Context: an optimization exercise on an open-source flow, tuned for small area, a short achievable clock period and few clock cycles per item. The choices shown serve that exercise and are no tape-out recipe.
In this exercise RTL edits were held to simulation tests only and were not proved equivalent to the original.
Power and IR drop assume default switching activity.

build 91:
==> flow/design.v (excerpt) <==
module array_list_engine_core
#(
  parameter int DEPTH      = alen_pkg::ALEN_DEPTH,
  parameter int WORD_WIDTH = alen_pkg::ALEN_WORD_WIDTH
) (
  input  logic        clk_i,
  input  logic        rst_ni,
  input  logic [40:0] in_data_i,
  input  logic        in_valid_i,
  output logic        in_stall_o,
  output logic [41:0] out_data_o,
  output logic        out_valid_o,
  input  logic        out_stall_i
);
  alen_pkg::alen_in_t  in_data;
  alen_pkg::alen_out_t out_data;
  logic req_load, exec, skid_sel, out_load, skid_load;
  assign in_data    = alen_pkg::alen_in_t'(in_data_i);
  assign out_data_o = out_data;
  alen_ctrl u_ctrl (
    .clk_i       (clk_i),
    .rst_ni      (rst_ni),
    .in_valid_i  (in_valid_i),
    .out_stall_i (out_stall_i),
    .in_stall_o  (in_stall_o),
    .req_load_o  (req_load),
    .exec_o      (exec),
    .skid_sel_o  (skid_sel),
    .out_load_o  (out_load),
    .skid_load_o (skid_load),
    .out_valid_o (out_valid_o)
  );
  alen_dpath #(
    .DEPTH      (DEPTH),
    .WORD_WIDTH (WORD_WIDTH)
  ) u_dpath (
    .clk_i       (clk_i),
    .rst_ni      (rst_ni),
    .in_data_i   (in_data),
    .req_load_i  (req_load),
    .exec_i      (exec),
    .skid_sel_i  (skid_sel),
  ...
Size: ~7,200 cells after synthesis, about 2,200 flip-flops, roughly 89 I/O pins, about 92,000 sq um of cells after synthesis.
==> module alen_ctrl, before the edit <==
module alen_ctrl
(
  input  logic clk_i,
  input  logic rst_ni,
  input  logic in_valid_i,
  input  logic out_stall_i,
  output logic in_stall_o,
  output logic req_load_o,    
  output logic exec_o,        
  output logic skid_sel_o,    
  output logic out_load_o,    
  output logic skid_load_o,   
  output logic out_valid_o
);
  logic req_v_q, skid_v_q, out_v_q, stall_q, exec_q;
  logic req_v_d, skid_v_d, out_free;
  assign exec_o      = exec_q;
  assign in_stall_o  = stall_q;
  assign req_load_o  = ~stall_q;
  assign skid_sel_o  = skid_v_q;
  assign skid_load_o = ~skid_v_q;
  assign out_free    = ~out_v_q | ~out_stall_i;
  assign out_load_o  = out_free;
  assign out_valid_o = out_v_q;
  assign req_v_d  = stall_q ? req_v_q : in_valid_i;
  assign skid_v_d = ~out_free & (skid_v_q | exec_q);
  always_ff @(posedge clk_i or negedge rst_ni) begin
    if (!rst_ni) begin
      req_v_q  <= 1'b0;
      skid_v_q <= 1'b0;
      out_v_q  <= 1'b0;
      stall_q  <= 1'b0;
      exec_q   <= 1'b0;
    end else begin
      req_v_q  <= req_v_d;
      skid_v_q <= skid_v_d;
      stall_q  <= req_v_d & skid_v_d;
      exec_q   <= req_v_d & ~skid_v_d;
      if (out_free) begin
        out_v_q <= skid_v_q | exec_q;
      end
    end
  end
endmodule
==> module alen_dpath, before the edit <==
module alen_dpath
#(
  parameter int DEPTH      = alen_pkg::ALEN_DEPTH,
  parameter int WORD_WIDTH = alen_pkg::ALEN_WORD_WIDTH
) (
  input  logic                 clk_i,
  input  logic                 rst_ni,
  input  alen_pkg::alen_in_t   in_data_i,
  input  logic                 req_load_i,
  input  logic                 exec_i,
  input  logic                 skid_sel_i,
  input  logic                 out_load_i,
  input  logic                 skid_load_i,
  output alen_pkg::alen_out_t  out_data_o
);
  localparam int AW    = $clog2(DEPTH);
  localparam int CNT_W = $clog2(DEPTH + 1);
  localparam int GW    = 16;                
  localparam int NG    = DEPTH / GW;
  localparam int LW    = $clog2(GW);
  logic [WORD_WIDTH-1:0] mem_q [DEPTH];
  logic [AW-1:0]         pos_q;
  logic [WORD_WIDTH-1:0] word_q;
  logic [GW-1:0]         lo_q;
  logic [NG-1:0]         hi_q;
  logic                  app_ok_q, rm_ok_q, rd_ok_q, st_full_q, st_range_q;
  logic [CNT_W-1:0]      count_q, count_d;
  logic                  do_app, do_rm;
  assign do_app = exec_i & app_ok_q;
  assign do_rm  = exec_i & rm_ok_q;
  always_comb begin
    count_d = count_q;
    if (do_app) begin
      count_d = count_q + CNT_W'(1);
    end else if (do_rm) begin
      count_d = count_q - CNT_W'(1);
    end
  end
  always_ff @(posedge clk_i or negedge rst_ni) begin
    if (!rst_ni) begin
      count_q <= '0;
    end else begin
      count_q <= count_d;
    end
  end
  logic [alen_pkg::POS_W-1:0] in_pos;
  logic [CNT_W-1:0]           count_dec;
  logic lt_same, lt_inc, lt_dec, pos_ok_d, full_d;
  logic in_app, in_rd, in_rm;
  assign in_pos    = in_data_i.position;
  assign count_dec = count_q - CNT_W'(1);
  assign lt_same   = in_pos <  alen_pkg::POS_W'(count_q);
  assign lt_inc    = in_pos <= alen_pkg::POS_W'(count_q);
  assign lt_dec    = in_pos <  alen_pkg::POS_W'(count_dec);
  assign pos_ok_d  = do_app ? lt_inc : (do_rm ? lt_dec : lt_same);
  assign full_d    = count_d == CNT_W'(DEPTH);
  assign in_app    = in_data_i.op == alen_pkg::OP_APPEND;
  assign in_rd     = in_data_i.op == alen_pkg::OP_READ;
  assign in_rm     = in_data_i.op == alen_pkg::OP_REMOVE;
  always_ff @(posedge clk_i) begin
    if (req_load_i) begin
      pos_q      <= in_pos[AW-1:0];
      word_q     <= in_data_i.word_in;
      app_ok_q   <= in_app & ~full_d;
      rm_ok_q    <= in_rm & pos_ok_d;
      rd_ok_q    <= in_rd & pos_ok_d;
      st_full_q  <= in_app & full_d;
      st_range_q <= (in_rd | in_rm) & ~pos_ok_d;
      for (int g = 0; g < NG; g++) begin
        hi_q[g] <= in_pos[AW-1:LW] == (AW-LW)'(g);
      end
      for (int j = 0; j < GW; j++) begin
        lo_q[j] <= in_pos[LW-1:0] == LW'(j);
      end
    end
  end
  logic [WORD_WIDTH-1:0] wterm_even, wterm_odd;
  assign wterm_even = word_q & {WORD_WIDTH{~rm_ok_q}};      
  assign wterm_odd  = ~(word_q | {WORD_WIDTH{rm_ok_q}});    
  for (genvar i = 0; i < DEPTH; i++) begin : g_ent
    logic wr_app, wr_rm;
    assign wr_app = do_app & (count_q[AW-1:0] == AW'(i));
    assign wr_rm  = do_rm & (pos_q <= AW'(i));
    if (i < DEPTH - 1) begin : g_sh
      logic [WORD_WIDTH-1:0] wterm;
      assign wterm = (i % 2 == 0) ? wterm_even : wterm_odd;
      always_ff @(posedge clk_i) begin
        if (wr_app | wr_rm) begin
          mem_q[i] <= ~((mem_q[i+1] & {WORD_WIDTH{rm_ok_q}}) | wterm);
        end
      end
    end else begin : g_top
      always_ff @(posedge clk_i) begin
        if (wr_app) begin
          mem_q[i] <= word_q;
        end
      end
    end
  end
  logic [WORD_WIDTH-1:0] grp [NG];
  logic [WORD_WIDTH-1:0] rd_word;
  always_comb begin
    rd_word = '0;
    for (int g = 0; g < NG; g++) begin
      grp[g] = '0;
      for (int j = 0; j < GW; j++) begin
        grp[g] = grp[g] | ((((g*GW+j) % 2 == 0) ? ~mem_q[g*GW+j] : mem_q[g*GW+j]) & {WORD_WIDTH{lo_q[j]}});
      end
      rd_word = rd_word | (grp[g] & {WORD_WIDTH{hi_q[g]}});
    end
  end
  alen_pkg::alen_out_t res, skid_q, out_q;
  assign res.word_out = rd_ok_q ? rd_word : '0;
  assign res.length   = alen_pkg::LENGTH_W'(count_d);
  assign res.status   = st_full_q ? alen_pkg::ST_FULL :
                        (st_range_q ? alen_pkg::ST_RANGE : alen_pkg::ST_OK);
  always_ff @(posedge clk_i) begin
    if (skid_load_i) begin
      skid_q <= res;
    end
  end
  always_ff @(posedge clk_i or negedge rst_ni) begin
    if (!rst_ni) begin
      out_q <= '0;
    end else if (out_load_i) begin
      out_q <= skid_sel_i ? skid_q : res;
    end
  end
  assign out_data_o = out_q;
endmodule
export LEC_CHECK = 0
export CAP_MARGIN = 20
export CORE_MARGIN = 2
export CORE_UTILIZATION = 40
export SLEW_MARGIN = 20
create_clock -name core_clock -period 9.0 [get_ports {clk_i}]
standard.sh (not shown) runs the stock make flow with config.mk's settings and CLKGATE_MAP_FILE= SYNTH_SCRIPT=/design/flow/synth_recipe.tcl, a recipe that flattens the netlist after the stock synthesis.
==> flow/flow/run.sh <==
#!/bin/bash
set -euo pipefail
bash standard.sh SETUP_SLACK_MARGIN=5.6 finish > make_finish.log 2>&1 || { tail -40 make_finish.log; exit 1; }
Testbench counts of build 91, summed over its fixed seeds: cycles 16,016, items 16,000.
[inputs] build 60 vs build 91
==> flow/design.v, changed modules only <==
module alen_ctrl
(
  input  logic clk_i,
  input  logic rst_ni,
  input  logic in_valid_i,
  input  logic out_stall_i,
  output logic in_stall_o,
  output logic req_load_o,    
  output logic exec_o,        
  output logic skid_sel_o,    
  output logic out_load_o,    
  output logic skid_load_o,   
  output logic out_valid_o
);
  logic req_v_q, skid_v_q, out_v_q, stall_q;
  logic req_v_d, skid_v_d, out_free;
  assign exec_o      = req_v_q & ~skid_v_q;
  assign in_stall_o  = stall_q;
  assign req_load_o  = ~stall_q;
  assign skid_sel_o  = skid_v_q;
  assign skid_load_o = ~skid_v_q;
  assign out_free    = ~out_v_q | ~out_stall_i;
  assign out_load_o  = out_free;
  assign out_valid_o = out_v_q;
  assign req_v_d  = stall_q ? req_v_q : in_valid_i;
  assign skid_v_d = ~out_free & (skid_v_q | exec_o);
  always_ff @(posedge clk_i or negedge rst_ni) begin
    if (!rst_ni) begin
      req_v_q  <= 1'b0;
      skid_v_q <= 1'b0;
      out_v_q  <= 1'b0;
      stall_q  <= 1'b0;
    end else begin
      req_v_q  <= req_v_d;
      skid_v_q <= skid_v_d;
      stall_q  <= req_v_d & skid_v_d;
      if (out_free) begin
        out_v_q <= skid_v_q | exec_o;
      end
    end
  end
endmodule
module alen_dpath
#(
  parameter int DEPTH      = alen_pkg::ALEN_DEPTH,
  parameter int WORD_WIDTH = alen_pkg::ALEN_WORD_WIDTH
) (
  input  logic                 clk_i,
  input  logic                 rst_ni,
  input  alen_pkg::alen_in_t   in_data_i,
  input  logic                 req_load_i,
  input  logic                 exec_i,
  input  logic                 skid_sel_i,
  input  logic                 out_load_i,
  input  logic                 skid_load_i,
  output alen_pkg::alen_out_t  out_data_o
);
  localparam int AW    = $clog2(DEPTH);
  localparam int CNT_W = $clog2(DEPTH + 1);
  localparam int GW    = 8;                
  localparam int NG    = DEPTH / GW;
  logic [WORD_WIDTH-1:0] mem_q [DEPTH];
  logic [AW-1:0]         pos_q;
  logic [WORD_WIDTH-1:0] word_q;
  logic [GW-1:0]         lo_q;
  logic [NG-1:0]         hi_q;
  logic                  app_ok_q, rm_ok_q, rd_ok_q, st_full_q, st_range_q;
  logic [CNT_W-1:0]      count_q, count_d;
  logic                  do_app, do_rm;
  assign do_app = exec_i & app_ok_q;
  assign do_rm  = exec_i & rm_ok_q;
  always_comb begin
    count_d = count_q;
    if (do_app) begin
      count_d = count_q + CNT_W'(1);
    end else if (do_rm) begin
      count_d = count_q - CNT_W'(1);
    end
  end
  always_ff @(posedge clk_i or negedge rst_ni) begin
    if (!rst_ni) begin
      count_q <= '0;
    end else begin
      count_q <= count_d;
    end
  end
  logic [alen_pkg::POS_W-1:0] in_pos;
  logic [CNT_W-1:0]           count_dec;
  logic lt_same, lt_inc, lt_dec, pos_ok_d, full_d;
  logic in_app, in_rd, in_rm;
  assign in_pos    = in_data_i.position;
  assign count_dec = count_q - CNT_W'(1);
  assign lt_same   = in_pos <  alen_pkg::POS_W'(count_q);
  assign lt_inc    = in_pos <= alen_pkg::POS_W'(count_q);
  assign lt_dec    = in_pos <  alen_pkg::POS_W'(count_dec);
  assign pos_ok_d  = do_app ? lt_inc : (do_rm ? lt_dec : lt_same);
  assign full_d    = count_d == CNT_W'(DEPTH);
  assign in_app    = in_data_i.op == alen_pkg::OP_APPEND;
  assign in_rd     = in_data_i.op == alen_pkg::OP_READ;
  assign in_rm     = in_data_i.op == alen_pkg::OP_REMOVE;
  always_ff @(posedge clk_i) begin
    if (req_load_i) begin
      pos_q      <= in_pos[AW-1:0];
      word_q     <= in_data_i.word_in;
      app_ok_q   <= in_app & ~full_d;
      rm_ok_q    <= in_rm & pos_ok_d;
      rd_ok_q    <= in_rd & pos_ok_d;
      st_full_q  <= in_app & full_d;
      st_range_q <= (in_rd | in_rm) & ~pos_ok_d;
      for (int g = 0; g < NG; g++) begin
        hi_q[g] <= in_pos[AW-1:3] == 3'(g);
      end
      for (int j = 0; j < GW; j++) begin
        lo_q[j] <= in_pos[2:0] == 3'(j);
      end
    end
  end
  for (genvar i = 0; i < DEPTH; i++) begin : g_ent
    logic wr_app, wr_rm;
    assign wr_app = do_app & (count_q[AW-1:0] == AW'(i));
    assign wr_rm  = do_rm & (pos_q <= AW'(i));
    if (i < DEPTH - 1) begin : g_sh
      always_ff @(posedge clk_i) begin
        if (wr_app | wr_rm) begin
          mem_q[i] <= rm_ok_q ? mem_q[i+1] : word_q;
        end
      end
    end else begin : g_top
      always_ff @(posedge clk_i) begin
        if (wr_app) begin
          mem_q[i] <= word_q;
        end
      end
    end
  end
  logic [WORD_WIDTH-1:0] grp [NG];
  logic [WORD_WIDTH-1:0] rd_word;
  always_comb begin
    rd_word = '0;
    for (int g = 0; g < NG; g++) begin
      grp[g] = '0;
      for (int j = 0; j < GW; j++) begin
        grp[g] = grp[g] | (mem_q[g*GW+j] & {WORD_WIDTH{lo_q[j]}});
      end
      rd_word = rd_word | (grp[g] & {WORD_WIDTH{hi_q[g]}});
    end
  end
  alen_pkg::alen_out_t res, skid_q, out_q;
  assign res.word_out = rd_ok_q ? rd_word : '0;
  assign res.length   = alen_pkg::LENGTH_W'(count_d);
  assign res.status   = st_full_q ? alen_pkg::ST_FULL :
                        (st_range_q ? alen_pkg::ST_RANGE : alen_pkg::ST_OK);
  always_ff @(posedge clk_i) begin
    if (skid_load_i) begin
      skid_q <= res;
    end
    if (out_load_i) begin
      out_q <= skid_sel_i ? skid_q : res;
    end
  end
  assign out_data_o = out_q;
endmodule
[summary]
Compared to build 91, build 60 has largest net degree at the start of global routing 78 higher. Relative max-transition margin was higher in the run labelled build 60. Number of tap cells inserted ended up 5.3% higher on build 60 than on build 91. Build 60 vs. build 91: post-place instance area went up by 4.1%. Build 60 vs. build 91: global-route usage went down by 7.5 points. Against build 91, internal power in build 60 came out better. For the placer's final routability congestion estimate, build 60 came in 0.012 lower than build 91 did. Looking at build 60 and build 91, the sequential cell count is a wash.
Testbench counts of build 60, summed over its fixed seeds: cycles 16,016, items 16,000.

==> afterwards: timing with drivers on the ports <==
No port has a modelled driver above. Below, the same layouts with a new extraction and two added sets of constraints. Step 1 (the two cells are an assumption about what drives the block):
set clk [get_ports {clk_i}]
set_driving_cell -lib_cell sky130_fd_sc_hd__clkbuf_16 $clk
set_driving_cell -lib_cell sky130_fd_sc_hd__buf_2 [delete_from_list [all_inputs] $clk]
Step 2 adds t to the input delays and takes it off the output delays; t is the mean of the earliest and latest rising clock arrival at the registers after step 1. Input paths then give back, and output paths get back, about the clock's delay inside the block. Slacks: no drivers / after step 1 / after step 2; pairs: no drivers / after step 1.
| run | t, ns | slack for setup (ns) | latest minus earliest clock arrival (ns) | worst register clock-pin slew, ns | worst data-port slew with drivers (ns) |
|---|---|---|---|---|---|
| build 91 | 0.956 | 5.514 / 5.453 / 4.856 | 0.040 / 0.039 | 0.07 / 0.07 | 0.05 |
| build 60 | 0.969 | 5.354 / 5.254 / 5.008 | 0.037 / 0.038 | 0.07 / 0.07 | 0.05 |
After both steps setup and hold are still met in every run listed. The setup slack of build 91, which loses most, moves by -0.061 ns with the drivers and by -0.658 ns with both steps.
